From an optimization exercise on the open Yosys and OpenROAD flow, aimed at small area and a short achievable clock period; shortcuts taken in it are not production practice. In this exercise RTL edits were held to simulation tests only and were not proved equivalent to the original.

==> inputs of run a <==
==> flow/design.v <==
package fmt_rx_deframer_pkg;
  typedef enum logic [1:0] {
    RX_IDLE  = 2'd0,
    RX_GRANT = 2'd1,
    RX_WAIT  = 2'd2,
    RX_RECV  = 2'd3
  } rx_state_t;
  localparam int ERR_PROTO = 0;
  localparam int ERR_LEN   = 1;
  localparam int ERR_TMO   = 2;
  typedef struct packed {
    logic [1:0]  chid;
    logic        sop;
    logic        eop;
    logic [31:0] data;
  } rx_word_t;
  localparam int RX_WORD_W = 36;   
endpackage
module rx_store #(
  parameter int WIDTH = 35
) (
  input  logic             clk_i,
  input  logic             wen_i,
  input  logic [5:0]       wptr_i,
  input  logic [WIDTH-1:0] din_i,
  input  logic [5:0]       rptr_i,
  output logic [WIDTH-1:0] dout_o
);
  logic [WIDTH-1:0] mem [1:63];
  always_ff @(posedge clk_i)
    for (int v = 1; v < 64; v++)
      if (wen_i && wptr_i == 6'(v)) mem[v] <= din_i;
  always_comb begin
    dout_o = '0;
    for (int v = 1; v < 64; v++)
      dout_o = dout_o | (mem[v] & {WIDTH{rptr_i == 6'(v)}});
  end
endmodule
module fmt_rx_deframer
#(
  parameter int DEPTH   = 64,
  parameter int TIMEOUT = 8
) (
  input  logic                    clk_i,
  input  logic                    rstn_i,
  input  logic                    fmt_req_i,
  input  logic [1:0]              fmt_chid_i,
  input  logic [5:0]              fmt_length_i,
  input  logic [31:0]             fmt_data_i,
  input  logic                    fmt_start_i,
  input  logic                    fmt_end_i,
  output logic                    fmt_grant_o,
  output logic                    rx_vld_o,
  input  logic                    rx_rdy_i,
  output logic [31:0]             rx_data_o,
  output logic [1:0]              rx_chid_o,
  output logic                    rx_sop_o,
  output logic                    rx_eop_o,
  output logic [$clog2(DEPTH):0]  free_o,
  output logic [2:0]              err_o,
  input  logic                    err_clr_i,
  output logic [15:0]             pkt_cnt_o
);
  localparam int FW = $clog2(DEPTH) + 1;
  logic          s_idle, s_grant, s_wait, s_recv;
  logic [1:0]    chid_q;
  logic [2:0]    tmo_q;
  logic [FW-1:0] rsv_q, occ_q, free_q;
  logic          vld_q, occ1_q, full_q;
  logic [2:0]    err_q, err_new;
  logic [15:0]   pkt_cnt_q;
  logic [5:0]    wptr_q, rptr_q;
  logic [31:0]   hd_data_q;
  logic [1:0]    hd_chid_q;
  logic          hd_sop_q, hd_eop_q;
  logic          push, pop, last, len1, req_ok, tmo_hit;
  logic          in_head, mem_push, mem_pop, hd_clear;
  logic [FW-1:0] occ_d, rsv_d, free_d, gsub;
  logic [34:0]   wr_word, rd_word;
  assign tmo_hit = (tmo_q == 3'd7);
  assign len1    = (rsv_q == FW'(1));
  assign push    = (s_wait & fmt_start_i) | s_recv;
  assign last    = fmt_end_i | len1;
  assign pop     = rx_rdy_i & vld_q;
  assign gsub    = free_q - FW'(fmt_length_i);
  assign req_ok  = s_idle & fmt_req_i & (fmt_length_i != '0) & ~gsub[FW-1];
  assign err_new[0] = fmt_start_i & ~s_wait;
  assign err_new[1] = push & (fmt_end_i ^ len1);
  assign err_new[2] = s_wait & ~fmt_start_i & tmo_hit;
  assign in_head  = push & (~vld_q | (occ1_q & pop));
  assign mem_push = push & ~in_head;
  assign mem_pop  = pop & ~occ1_q;
  assign hd_clear = pop & occ1_q & ~push;
  assign wr_word = {chid_q, last, fmt_data_i};
  always_comb begin
    occ_d = occ_q;
    if (push & ~pop)      occ_d = occ_q + FW'(1);
    else if (~push & pop) occ_d = occ_q - FW'(1);
  end
  always_comb begin
    rsv_d = rsv_q;
    if (req_ok)                                rsv_d = FW'(fmt_length_i);
    else if (push)                             rsv_d = last ? '0 : rsv_q - FW'(1);
    else if (s_wait & tmo_hit)                 rsv_d = '0;
  end
  always_comb begin
    if (req_ok)
      free_d = gsub + FW'(pop);
    else if (push & last)
      free_d = free_q + rsv_q - FW'(1) + FW'(pop);
    else if (s_wait & ~fmt_start_i & tmo_hit)
      free_d = free_q + rsv_q + FW'(pop);
    else
      free_d = free_q + FW'(pop);
  end
  always_ff @(posedge clk_i or negedge rstn_i) begin
    if (!rstn_i) begin
      s_idle    <= 1'b1;
      s_grant   <= 1'b0;
      s_wait    <= 1'b0;
      s_recv    <= 1'b0;
      chid_q    <= '0;
      tmo_q     <= '0;
      rsv_q     <= '0;
      occ_q     <= '0;
      free_q    <= FW'(DEPTH);
      vld_q     <= 1'b0;
      occ1_q    <= 1'b0;
      full_q    <= 1'b0;
      err_q     <= '0;
      pkt_cnt_q <= '0;
      wptr_q    <= 6'd1;
      rptr_q    <= 6'd1;
    end else begin
      err_q  <= (err_clr_i ? 3'b000 : err_q) | err_new;
      rsv_q  <= rsv_d;
      occ_q  <= occ_d;
      free_q <= free_d;
      vld_q  <= (occ_d != '0);
      occ1_q <= (occ_d == FW'(1));
      full_q <= (occ_d == FW'(DEPTH));
      if (req_ok) chid_q <= fmt_chid_i;
      if (s_grant) tmo_q <= '0;
      else if (s_wait & ~fmt_start_i & ~tmo_hit) tmo_q <= tmo_q + 3'd1;
      if (push & last) pkt_cnt_q <= pkt_cnt_q + 16'd1;
      if (mem_push) wptr_q <= {wptr_q[4:0], wptr_q[5] ^ wptr_q[4]};
      if (mem_pop)  rptr_q <= {rptr_q[4:0], rptr_q[5] ^ rptr_q[4]};
      s_idle  <= (s_idle & ~req_ok) | (s_wait & ~fmt_start_i & tmo_hit) | (push & last);
      s_grant <= req_ok;
      s_wait  <= s_grant | (s_wait & ~fmt_start_i & ~tmo_hit);
      s_recv  <= push & ~last;
    end
  end
  always_ff @(posedge clk_i or negedge rstn_i) begin
    if (!rstn_i) begin
      hd_data_q <= '0;
      hd_chid_q <= '0;
      hd_sop_q  <= 1'b0;
      hd_eop_q  <= 1'b0;
    end else if (in_head) begin
      hd_data_q <= fmt_data_i;
      hd_chid_q <= chid_q;
      hd_sop_q  <= s_wait;
      hd_eop_q  <= last;
    end else if (mem_pop) begin
      hd_data_q <= rd_word[31:0];
      hd_chid_q <= rd_word[34:33];
      hd_sop_q  <= hd_eop_q;
      hd_eop_q  <= rd_word[32];
    end else if (hd_clear) begin
      hd_data_q <= '0;
      hd_chid_q <= '0;
      hd_sop_q  <= 1'b0;
      hd_eop_q  <= 1'b0;
    end
  end
  rx_store #(.WIDTH(35)) u_store (
    .clk_i  (clk_i),
    .wen_i  (~full_q),
    .wptr_i (wptr_q),
    .din_i  (wr_word),
    .rptr_i (rptr_q),
    .dout_o (rd_word)
  );
  assign fmt_grant_o = s_grant;
  assign rx_vld_o    = vld_q;
  assign rx_data_o   = hd_data_q;
  assign rx_chid_o   = hd_chid_q;
  assign rx_sop_o    = hd_sop_q;
  assign rx_eop_o    = hd_eop_q;
  assign free_o      = free_q;
  assign err_o       = err_q;
  assign pkt_cnt_o   = pkt_cnt_q;
endmodule
==> flow/flow/run.sh <==
#!/bin/bash
export BUFFER_PORTS_ARGS="-buffer_cell sky130_fd_sc_hd__buf_4"
export SETUP_SLACK_MARGIN=6.8
bash standard.sh > standard.log 2>&1
==> flow/standard.sh <==
#!/bin/bash
# synth_recipe.tcl (not shown) runs the flow's synth.tcl, then flattens the netlist and writes it again
# the make line also repeats each setting of config.mk as NAME=value (left out here)
make -C /OpenROAD-flow-scripts/flow DESIGN_CONFIG=/design/flow/config.mk WORK_HOME=/design/flow/orfs CLKGATE_MAP_FILE= SYNTH_SCRIPT=/design/flow/synth_recipe.tcl "${@:-finish}"
==> flow/config.mk <==
export PLATFORM = sky130hd
export DESIGN_NAME = fmt_rx_deframer
export DESIGN_NICKNAME = fmt_rx_deframer
export VERILOG_FILES = /design/flow/design.v
export SDC_FILE = /design/flow/constraint.sdc
export NUM_CORES = 4
export LEC_CHECK = 0
export CAP_MARGIN = 20
export CORE_MARGIN = 2
export CORE_UTILIZATION = 65
export CTS_CLUSTER_DIAMETER = 80
export CTS_CLUSTER_SIZE = 25
export SLEW_MARGIN = 20
==> flow/constraint.sdc <==
create_clock -name core_clock -period 10.0 [get_ports {clk_i}]
set_input_delay 2.0000 -clock core_clock [delete_from_list [all_inputs] [get_ports {clk_i}]]
set_output_delay 2.0000 -clock core_clock [all_outputs]
set_load 0.01 [all_outputs]
==> run b (differences from run a) <==
==> flow/run.sh (new file) <==
#!/bin/bash
# synth_recipe.tcl (not shown) runs the flow's synth.tcl, then flattens the netlist and writes it again
# the make line also repeats each setting of config.mk as NAME=value (left out here)
make -C /OpenROAD-flow-scripts/flow DESIGN_CONFIG=/design/flow/config.mk WORK_HOME=/design/flow/orfs CLKGATE_MAP_FILE= SYNTH_SCRIPT=/design/flow/synth_recipe.tcl finish
CORE_UTILIZATION = 40   (was 65)
CTS_CLUSTER_DIAMETER = unset   (was 80)
CTS_CLUSTER_SIZE = unset   (was 25)
removed: flow/flow/run.sh
removed: flow/standard.sh
==> run c (differences from run a) <==
--- a/flow/design.v
+++ b/flow/design.v
@@ -25,3 +25,3 @@
   input  logic [WIDTH-1:0] din_i,
-  input  logic [5:0]       rptr_i,
+  input  logic [62:0]      rsel_i,
   output logic [WIDTH-1:0] dout_o
@@ -35,3 +35,3 @@
     for (int v = 1; v < 64; v++)
-      dout_o = dout_o | (mem[v] & {WIDTH{rptr_i == 6'(v)}});
+      dout_o = dout_o | (mem[v] & {WIDTH{rsel_i[v-1]}});
   end
@@ -67,3 +67,3 @@
   logic [2:0]    tmo_q;
-  logic [FW-1:0] rsv_q, occ_q, free_q;
+  logic [FW-1:0] rsv_q, room_q, free_q;
   logic          vld_q, occ1_q, full_q;
@@ -71,3 +71,4 @@
   logic [15:0]   pkt_cnt_q;
-  logic [5:0]    wptr_q, rptr_q;
+  logic [5:0]    wptr_q;
+  logic [62:0]   rsel_q;
   logic [31:0]   hd_data_q;
@@ -77,4 +78,9 @@
   logic          in_head, mem_push, mem_pop, hd_clear;
-  logic [FW-1:0] occ_d, rsv_d, free_d, gsub;
+  logic [FW-1:0] room_d, rsv_d, free_d, gsub0, gsub1;
+  logic          rel;
   logic [34:0]   wr_word, rd_word;
+  logic [62:0]   rsel_nxt;
+  always_comb
+    for (int v = 1; v < 64; v++)
+      rsel_nxt[((v << 1) & 63 | ((v >> 5) ^ (v >> 4)) & 1) - 1] = rsel_q[v-1];
   assign tmo_hit = (tmo_q == 3'd7);
@@ -84,4 +90,3 @@
   assign pop     = rx_rdy_i & vld_q;
-  assign gsub    = free_q - FW'(fmt_length_i);
-  assign req_ok  = s_idle & fmt_req_i & (fmt_length_i != '0) & ~gsub[FW-1];
+  assign req_ok  = s_idle & fmt_req_i & (fmt_length_i != '0) & ~gsub0[FW-1];
   assign err_new[0] = fmt_start_i & ~s_wait;
@@ -94,6 +99,14 @@
   assign wr_word = {chid_q, last, fmt_data_i};
+  assign rel = push & last | s_wait & ~fmt_start_i & tmo_hit;
   always_comb begin
-    occ_d = occ_q;
-    if (push & ~pop)      occ_d = occ_q + FW'(1);
-    else if (~push & pop) occ_d = occ_q - FW'(1);
+    room_d = room_q;
+    if (push & ~pop)      room_d = room_q - FW'(1);
+    else if (~push & pop) room_d = room_q + FW'(1);
+  end
+  assign gsub0 = room_q - FW'(fmt_length_i);
+  assign gsub1 = room_q + FW'(1) - FW'(fmt_length_i);
+  always_comb begin
+    if (req_ok)       free_d = pop ? gsub1 : gsub0;
+    else if (rel) free_d = room_d;
+    else              free_d = pop ? free_q + FW'(1) : free_q;
   end
@@ -101,15 +114,5 @@
     rsv_d = rsv_q;
-    if (req_ok)                                rsv_d = FW'(fmt_length_i);
-    else if (push)                             rsv_d = last ? '0 : rsv_q - FW'(1);
-    else if (s_wait & tmo_hit)                 rsv_d = '0;
-  end
-  always_comb begin
-    if (req_ok)
-      free_d = gsub + FW'(pop);
-    else if (push & last)
-      free_d = free_q + rsv_q - FW'(1) + FW'(pop);
-    else if (s_wait & ~fmt_start_i & tmo_hit)
-      free_d = free_q + rsv_q + FW'(pop);
-    else
-      free_d = free_q + FW'(pop);
+    if (req_ok)        rsv_d = FW'(fmt_length_i);
+    else if (rel)  rsv_d = '0;
+    else if (push)     rsv_d = rsv_q - FW'(1);
   end
@@ -124,3 +127,3 @@
       rsv_q     <= '0;
-      occ_q     <= '0;
+      room_q    <= FW'(DEPTH);
       free_q    <= FW'(DEPTH);
@@ -132,3 +135,3 @@
       wptr_q    <= 6'd1;
-      rptr_q    <= 6'd1;
+      rsel_q    <= 63'd1;
     end else begin
@@ -136,7 +139,7 @@
       rsv_q  <= rsv_d;
-      occ_q  <= occ_d;
+      room_q <= room_d;
       free_q <= free_d;
-      vld_q  <= (occ_d != '0);
-      occ1_q <= (occ_d == FW'(1));
-      full_q <= (occ_d == FW'(DEPTH));
+      vld_q  <= (room_d != FW'(DEPTH));
+      occ1_q <= (room_d == FW'(DEPTH - 1));
+      full_q <= (room_d == '0);
       if (req_ok) chid_q <= fmt_chid_i;
@@ -146,3 +149,3 @@
       if (mem_push) wptr_q <= {wptr_q[4:0], wptr_q[5] ^ wptr_q[4]};
-      if (mem_pop)  rptr_q <= {rptr_q[4:0], rptr_q[5] ^ rptr_q[4]};
+      if (mem_pop)  rsel_q <= rsel_nxt;
       s_idle  <= (s_idle & ~req_ok) | (s_wait & ~fmt_start_i & tmo_hit) | (push & last);
@@ -181,3 +184,3 @@
     .din_i  (wr_word),
-    .rptr_i (rptr_q),
+    .rsel_i (rsel_q),
     .dout_o (rd_word)
==> flow/run.sh (new file) <==
#!/bin/bash
# synth_recipe.tcl (not shown) runs the flow's synth.tcl, then flattens the netlist and writes it again
# the make line also repeats each setting of config.mk as NAME=value (left out here)
make -C /OpenROAD-flow-scripts/flow DESIGN_CONFIG=/design/flow/config.mk WORK_HOME=/design/flow/orfs CLKGATE_MAP_FILE= SYNTH_SCRIPT=/design/flow/synth_recipe.tcl finish
SETUP_SLACK_MARGIN = 5   (was unset)
removed: flow/flow/run.sh
removed: flow/standard.sh
==> results.tsv <==
stage	metric	value	unit
floorplanning	Initial Utilization	0.655	
clock_tree	CTS sink cnt	2305	
outcome	status	no timing/DRC/antenna violations	
synth	Synth area leaders	edfxtp_1, a22oi_1, dfrtp_1	
detailed_routing	Met1 Wirelength	105000	um
power_and_ir_drop	Peak VDD IR	0.162	mV
floorplanning	well tap count	1742	
clock_tree	H-tree levels	3	
clock_tree	post-CTS sizing	142	
(the above is from run a)
==> results.tsv <==
stage	metric	value	unit
outcome	status	no timing/DRC/antenna violations	
clock_tree	CTS sink cnt	2305	
power_and_ir_drop	Peak VDD IR	0.204	mV
synth	Synth area leaders	edfxtp_1, a22oi_1, dfrtp_1	
floorplanning	Initial Utilization	0.401	
clock_tree	post-CTS sizing	0	
(the above is from run b)
==> results.tsv <==
stage	metric	value	unit
outcome	status	no timing/DRC/antenna violations	
floorplanning	well tap count	1755	
floorplanning	Initial Utilization	0.653	
clock_tree	post-CTS sizing	0	
clock_tree	CTS sink cnt	2362	
detailed_routing	Met1 Wirelength	107000	um
power_and_ir_drop	Peak VDD IR	0.174	mV
clock_tree	H-tree levels	3	
(the above is from run c)

afterwards: timing with drivers on the ports:
How much do the figures lean on ideal ports? The routed layouts below were timed once more, with nothing changed but the port constraints.
Step 1 assumes that a clkbuf_16 drives the clock port and a buf_2 every other input.
Step 2 times the ports against the registers' clock, not the clock port: input delays grow and output delays shrink by t, the midpoint of the rising clock arrivals with the driver on.
Three values: ideal ports, drivers, drivers and shift; two values: the first two.
| run | t, ns | setup slack, ns | hold slack, ns | clock arrival spread, ns |
|---|---|---|---|---|
| run a | 0.858 | 6.538 / 6.457 / 5.880 | 0.500 / 0.500 / 0.500 | 0.040 / 0.040 |
| run b | 0.957 | 5.599 / 5.599 / 4.921 | 0.483 / 0.483 / 0.483 | 0.044 / 0.044 |
| run c | 0.854 | 5.855 / 5.770 / 5.106 | 0.473 / 0.473 / 0.473 | 0.050 / 0.050 |
After both steps setup and hold are still met in every run listed. For run c, which loses most, drivers alone change the setup slack by -0.085 ns; drivers and shift together by -0.749 ns.
